Source: an optimization exercise on an open RTL-to-GDS flow (aim: small area, a short achievable clock period and few clock cycles). Production flows keep margins and buffers that such runs may drop.
RTL that was checked went through simulation tests only; none was proved equivalent to the original.
No activity file was given, so power comes from the tool's default toggle rates.

## run a
// naas_dma
module naas_dma (
    input  logic                            clk,
    input  logic                            arst_n,
    input  logic [naas_dma_pkg::DATA_W-1:0] s_axis_tdata,
    input  logic [naas_dma_pkg::STRB_W-1:0] s_axis_tstrb,
    input  logic                            s_axis_tvalid,
    input  logic                            s_axis_tlast,
    output logic                            s_axis_tready,
    output logic [naas_dma_pkg::DATA_W-1:0] host_tdata,
    output logic                            host_tvalid,
    output logic                            host_tlast,
    input  logic                            host_tready
);
export LEC_CHECK = 0
export CAP_MARGIN = 20
export CORE_MARGIN = 2
export CORE_UTILIZATION = 40
export CTS_CLUSTER_DIAMETER = 120
export CTS_CLUSTER_SIZE = 25
export SETUP_SLACK_MARGIN = 3.0
export SLEW_MARGIN = 20
export SYNTH_MEMORY_MAX_BITS = 8192
create_clock -name core_clock -period 5.5 [get_ports {clk}]
run.sh (not shown) runs the stock make flow with config.mk's settings and CLKGATE_MAP_FILE= SYNTH_SCRIPT=/design/flow/synth_recipe.tcl, a recipe that flattens the netlist after the stock synthesis.
Testbench counts of run a, summed over its fixed seeds: cycles 7,795.
[inputs] run b vs run a
diff --git a/flow/design.v b/flow/design.v
--- a/flow/design.v
+++ b/flow/design.v
@@ -29,16 +29,16 @@
     input  logic                            s_axis_tlast,
     output logic                            s_axis_tready,
     output logic [naas_dma_pkg::DATA_W-1:0] host_tdata,
     output logic                            host_tvalid,
     output logic                            host_tlast,
     input  logic                            host_tready
 );
-    localparam int N  = 32;                  
-    localparam int S  = 8;                   
+    localparam int N  = 31;                  
+    localparam int S  = 6;                   
     localparam int D  = 4;                   
     localparam int PW = 5;                   
     localparam int CW = 6;                   
     localparam int DW = 3;                   
     function automatic logic [N-1:0] rmask();
         rmask = '0;
         for (int i = 1; i < N; i += 2)
[summary]
- Per the final summary, run b finished and its layout is clean on timing, DRC and antenna.
- Delta (run b minus run a): power after layout shows a reduction of 8.9%; part of the total power dissipated in the clock network now sits higher; setup slack rose 0.012 ns; final wirelength increased by 3.1 mm relative to the old numbers; final critical-path share of the clock period dropped 0.22 points.
- Library cell contributing the largest single delay on the critical path = sky130_fd_sc_hd__mux2i_1: run a; library cell contributing the largest single delay on the critical path = sky130_fd_sc_hd__ha_4: run b
- Data required time at the worst endpoint delta (run a -> run b): insignificant
No functional check of the RTL was part of run b.

---

## north
naas_dma, a different RTL version from the one above (not shown whole).
Size in the first run: about 2,200 flip-flops, roughly 140 I/O pins.
clock: 5.5 ns
lec_check: 0
cap_margin: 20
core_margin: 2
core_utilization: 40
cts_cluster_diameter: 120
cts_cluster_size: 25
setup_slack_margin: 3.0
slew_margin: 20
synth_memory_max_bits: 8192
Testbench counts of north, summed over its fixed seeds: cycles 7,833.
### north -> south
diff --git a/flow/design.v b/flow/design.v
--- a/flow/design.v
+++ b/flow/design.v
@@ -30,22 +30,21 @@
     output logic                            s_axis_tready,
     output logic [naas_dma_pkg::DATA_W-1:0] host_tdata,
     output logic                            host_tvalid,
     output logic                            host_tlast,
     input  logic                            host_tready
 );
-    localparam int N  = 31;                  
+    localparam int N  = 32;                  
     localparam int S  = 8;                   
     localparam int D  = 4;                   
     localparam int PW = 5;                   
     localparam int CW = 6;                   
     function automatic logic [N-1:0] rmask();
         rmask = '0;
         for (int i = 1; i < N; i += 2)
             rmask[i] = 1'b1;
-        rmask[N-1] = 1'b1;
     endfunction
     localparam logic [N-1:0] RMASK = rmask();
     function automatic logic [PW-1:0] step(input logic [PW-1:0] p);
         step = (p == PW'(N - 1)) ? '0 : p + 1'b1;
     endfunction
     function automatic logic at_tap(input logic [PW-1:0] p);
@@ -120,15 +119,14 @@
     assign new_pc     = pop8(s_axis_tstrb);
     assign head_bm1   = dz ? ibeats : d_bm1[0];
     assign head_pc    = dz ? new_pc : d_pc[0];
     assign head_bytes = {6'(head_bm1) + 6'(head_pc[3]), head_pc[2:0]};
     always_comb begin
         rdata = '0;
-        for (int i = 0; i < N; i++)
-            if (RMASK[i])
-                rdata = rdata | (ring[i] & {64{rsel[i]}});
+        for (int i = 1; i < N; i += 2)
+            rdata = rdata | (ring[i] & {64{rsel[i]}});    
     end
     always_comb begin
         phase_n = phase;
         rem_n   = rem;
         rz_n    = rz;
         r1_n    = r1;
Between north and south, the flow reports clock network power consumption increasing slightly. Total number of vias: south higher than north. Per the comparison of south with north, total standard cell area after synthesis climbed 2.4%, average footprint of a synthesized cell shows an increase of about 0.4%. south vs north — sequential share of layout area rose 0.41 points. Comparing south and north, the lower diode insertion count for antenna repair was measured on south. Synthesized cell count for south: about 2% up relative to north.
Testbench counts of south, summed over its fixed seeds: cycles 7,795.

---

## the previous run
The RTL this note starts from:
==> flow/design.v <==
package naas_dma_pkg;
    localparam int DATA_W           = 64;            
    localparam int STRB_W           = DATA_W / 8;
    localparam int ADDR_W           = 6;
    localparam int BUF_DEPTH        = 2 ** ADDR_W;
    localparam int PTR_W            = ADDR_W + 1;    
    localparam int MAX_BURST_QWORDS = 16;
    localparam int QCNT_W           = 5;             
    localparam int MAX_FRAME_QWORDS = 32;
    typedef logic [ADDR_W-1:0] addr_t;
    typedef logic [PTR_W-1:0]  ptr_t;
    typedef logic [QCNT_W-1:0] qcnt_t;
    typedef struct packed {
        logic [47:0] reserved;
        logic [15:0] byte_count;
    } rx_desc_t;
    typedef union packed {
        logic [DATA_W-1:0] data;
        rx_desc_t          desc;
    } buf_entry_u;
endpackage
`timescale 1ns/1ns
module naas_dma (
    input  logic                            clk,
    input  logic                            arst_n,
    input  logic [naas_dma_pkg::DATA_W-1:0] s_axis_tdata,
    input  logic [naas_dma_pkg::STRB_W-1:0] s_axis_tstrb,
    input  logic                            s_axis_tvalid,
    input  logic                            s_axis_tlast,
    output logic                            s_axis_tready,
    output logic [naas_dma_pkg::DATA_W-1:0] host_tdata,
    output logic                            host_tvalid,
    output logic                            host_tlast,
    input  logic                            host_tready
);
    localparam int N  = 32;                  
    localparam int S  = 8;                   
    localparam int D  = 4;                   
    localparam int PW = $clog2(N);
    localparam int CW = $clog2(N + 1);
    localparam int DW = $clog2(D + 1);
    function automatic logic [PW-1:0] step(input logic [PW-1:0] p);
        step = (p == PW'(N - 1)) ? '0 : p + 1'b1;
    endfunction
    function automatic logic at_tap(input logic [PW-1:0] p);
        at_tap = 1'b0;
        for (int q = 1; q < N; q += S)
            if (p == PW'(q - 1))
                at_tap = 1'b1;
    endfunction
    logic [63:0]   ring [0:N-1];
    logic [PW-1:0] tpos;                 
    logic [N-1:0]  rsel;                 
    logic [CW-1:0] cnt;                  
    logic          tready_q;
    logic [4:0]    ibeats;               
    logic [4:0]    d_bm1 [0:D-1];        
    logic [3:0]    d_pc  [0:D-1];        
    logic [DW-1:0] dcnt;
    logic [63:0]   ho;                   
    logic          phase;                
    logic [4:0]    rem;                  
    logic [3:0]    bcnt;                 
    logic          hv;
    logic          hl;
    assign s_axis_tready = tready_q;
    assign host_tvalid   = hv;
    assign host_tlast    = hl;
    assign host_tdata    = ho;
    logic          wr, push, pop_h, dpop, opop, adv, rp;
    logic          phase_n, last_n, full_n, empty_n, dfull_n, dnone_n, b16_n;
    logic [4:0]    rem_n;
    logic [8:0]    head_bytes;
    logic [63:0]   rdata;
    assign wr     = s_axis_tvalid && tready_q;
    assign push   = wr && s_axis_tlast;
    assign pop_h  = hv && host_tready;
    assign dpop   = pop_h && !phase;
    assign opop   = pop_h && phase;
    assign adv    = !hv || host_tready;             
    assign head_bytes = {6'(d_bm1[0]) + 6'(d_pc[0][3]), d_pc[0][2:0]};
    always_comb begin
        rdata = '0;
        for (int i = 0; i < N; i++)
            rdata = rdata | (ring[i] & {64{rsel[i]}});
    end
    always_comb begin
        phase_n = phase;
        rem_n   = rem;
        last_n  = phase && (rem == '0);             
        if (dpop) begin
            phase_n = 1'b1;
            rem_n   = d_bm1[0];
            last_n  = (d_bm1[0] == '0);
        end else if (opop) begin
            if (rem == '0) begin
                phase_n = 1'b0;
                last_n  = 1'b0;
            end else begin
                rem_n  = rem - 1'b1;
                last_n = (rem == 5'd1);
            end
        end
    end
    assign rp      = adv && phase_n;                
    assign full_n  = !rp && ((cnt == CW'(N)) || (cnt == CW'(N - 1) && wr));
    assign empty_n = !wr && ((cnt == '0) || (cnt == CW'(1) && rp));
    assign dfull_n = !dpop && ((dcnt == DW'(D)) || (dcnt == DW'(D - 1) && push));
    assign dnone_n = !push && ((dcnt == '0) || (dcnt == DW'(1) && dpop));
    assign b16_n   = pop_h ? (!hl && bcnt == 4'd14) : (bcnt == 4'd15);
    always_ff @(posedge clk) begin
        for (int i = 0; i < N; i++) begin
            if (i % S == 1 && tready_q && tpos == PW'(i - 1))
                ring[i] <= s_axis_tdata;
            else
                ring[i] <= ring[(i + N - 1) % N];
        end
        if (adv)
            ho <= phase_n ? rdata : {55'd0, head_bytes};
        for (int i = 0; i < D; i++) begin
            if (push && DW'(i) == dcnt - DW'(dpop)) begin
                d_bm1[i] <= ibeats;
                d_pc[i]  <= 4'($countones(s_axis_tstrb));
            end else if (dpop && i < D - 1) begin
                d_bm1[i] <= d_bm1[(i + 1) % D];
                d_pc[i]  <= d_pc[(i + 1) % D];
            end
        end
    end
    always_ff @(posedge clk or negedge arst_n) begin
        if (!arst_n) begin
            tpos     <= '0;
            rsel     <= N'(1);
            cnt      <= '0;
            tready_q <= 1'b1;
            ibeats   <= '0;
            dcnt     <= '0;
            phase    <= 1'b0;
            rem      <= '0;
            bcnt     <= '0;
            hv       <= 1'b0;
            hl       <= 1'b0;
        end else begin
            if (empty_n)
                tpos <= '0;
            else if (!wr)
                tpos <= step(tpos);
            if (empty_n)
                rsel <= N'(1);
            else if (!rp)
                rsel <= {rsel[N-2:0], rsel[N-1]};
            if (wr && !rp)
                cnt <= cnt + 1'b1;
            else if (rp && !wr)
                cnt <= cnt - 1'b1;
            tready_q <= !full_n && !dfull_n && (empty_n || wr || at_tap(step(tpos)));
            if (wr)
                ibeats <= s_axis_tlast ? 5'd0 : ibeats + 1'b1;
            if (push && !dpop)
                dcnt <= dcnt + 1'b1;
            else if (dpop && !push)
                dcnt <= dcnt - 1'b1;
            phase    <= phase_n;
            rem      <= rem_n;
            if (pop_h)
                bcnt <= hl ? 4'd0 : bcnt + 1'b1;
            hv       <= phase_n || (dcnt != '0);
            if (adv)
                hl <= b16_n || (last_n && dnone_n);
        end
    end
endmodule
clock: 5.5 ns
lec_check: 0
cap_margin: 20
core_margin: 2
core_utilization: 40
setup_slack_margin: 3.0
slew_margin: 20
synth_memory_max_bits: 8192
The inputs of the current run differ from those of the previous run as listed below.
diff --git a/flow/design.v b/flow/design.v
--- a/flow/design.v
+++ b/flow/design.v
@@ -37,7 +37,7 @@
     localparam int S  = 8;                   
     localparam int D  = 4;                   
-    localparam int PW = $clog2(N);
-    localparam int CW = $clog2(N + 1);
-    localparam int DW = $clog2(D + 1);
+    localparam int PW = 5;                   
+    localparam int CW = 6;                   
+    localparam int DW = 3;                   
     function automatic logic [PW-1:0] step(input logic [PW-1:0] p);
         step = (p == PW'(N - 1)) ? '0 : p + 1'b1;
@@ -48,4 +48,23 @@
             if (p == PW'(q - 1))
                 at_tap = 1'b1;
+    endfunction
+    function automatic logic [2:0] pop4(input logic [3:0] v);
+        case (v)
+            4'h0:                                     pop4 = 3'd0;
+            4'h1, 4'h2, 4'h4, 4'h8:                   pop4 = 3'd1;
+            4'h3, 4'h5, 4'h6, 4'h9, 4'ha, 4'hc:       pop4 = 3'd2;
+            4'h7, 4'hb, 4'hd, 4'he:                   pop4 = 3'd3;
+            default:                                  pop4 = 3'd4;
+        endcase
+    endfunction
+    function automatic logic [3:0] pop8(input logic [7:0] v);
+        logic [2:0] a, b;
+        a = pop4(v[3:0]);
+        b = pop4(v[7:4]);
+        pop8 = '0;
+        for (int i = 0; i <= 4; i++)
+            for (int j = 0; j <= 4; j++)
+                if (a == 3'(i) && b == 3'(j))
+                    pop8 = 4'(i + j);
     endfunction
     logic [63:0]   ring [0:N-1];
@@ -121,5 +140,5 @@
             if (push && DW'(i) == dcnt - DW'(dpop)) begin
                 d_bm1[i] <= ibeats;
-                d_pc[i]  <= 4'($countones(s_axis_tstrb));
+                d_pc[i]  <= pop8(s_axis_tstrb);
             end else if (dpop && i < D - 1) begin
                 d_bm1[i] <= d_bm1[(i + 1) % D];
### Flow results
- The current run ended with every stage complete and zero timing, DRC or antenna violations.
- Global placement routability congestion in the current run is 0.74% below the previous run.
- Area of the core region of the current run is on par with the previous run.
- Taking the previous run as the reference, in the current run cell count +68, total power -about 1.2%, adder and majority cell fraction of the synthesized area ~0 delta.
- Relative to the previous run, the layout buffer count excluding clock buffers of the current run is higher by about 3.3%.
- Routed length on met2 (the current run over the previous run): increase, 2.5 mm
- Against the previous run, the current run comes in 0.089 ns lower on final critical path time including I/O delays and setup.
- Summary: with the previous run as the reference, mean number of vias per cell in the current run moved down slightly.
- In the flow results for the current run and the previous run, the final standard cell area without fillers is larger on the current run.
- Number of gates resized after CTS ends up lower on the previous run.
- Share of the synthesized area in compound gates (AO/OA/AOI/OAI) sits lower in the current run than in the previous run.
Testbench counts of the current run, summed over its fixed seeds: cycles 7,862.
For the previous run, only the layout was checked, not whether the RTL still works.

[separate check: timing with driven ports]
Ports are ideal in the flow. The routed layouts listed here were re-timed in OpenROAD.
Step 1 assumes that a clkbuf_16 drives the clock port and a buf_2 every other input.
Step 2, shift: input delay + t, output delay - t, t = (earliest + latest rising clock arrival at the registers) / 2. This alone moves slack from input paths to output paths.
Slacks: no drivers / after step 1 / after step 2; pairs: no drivers / after step 1.
| run | t, ns | slack for setup (ns) | hold WS [ns] | slew at the worst register clock pin (ns) |
|---|---|---|---|---|
| run a | 0.806 | 2.824 / 2.773 / 2.055 | 0.306 / 0.306 / 0.306 | 0.11 / 0.11 |
| run b | 0.798 | 2.836 / 2.846 / 2.048 | 0.313 / 0.313 / 0.313 | 0.10 / 0.10 |
| north | 0.797 | 2.870 / 2.799 / 2.074 | 0.310 / 0.310 / 0.310 | 0.11 / 0.11 |
| south | 0.799 | 2.937 / 2.867 / 2.276 | 0.303 / 0.303 / 0.303 | 0.10 / 0.10 |
| the previous run | 0.896 | 2.775 / 2.810 / 1.922 | 0.294 / 0.241 / 0.336 | 0.07 / 0.07 |
| the current run | 0.877 | 2.864 / 2.789 / 2.108 | 0.329 / 0.273 / 0.335 | 0.07 / 0.07 |
After both steps every run listed still meets setup and hold. For the previous run, which loses most, drivers alone change the setup slack by +0.035 ns; drivers and shift together by -0.853 ns.
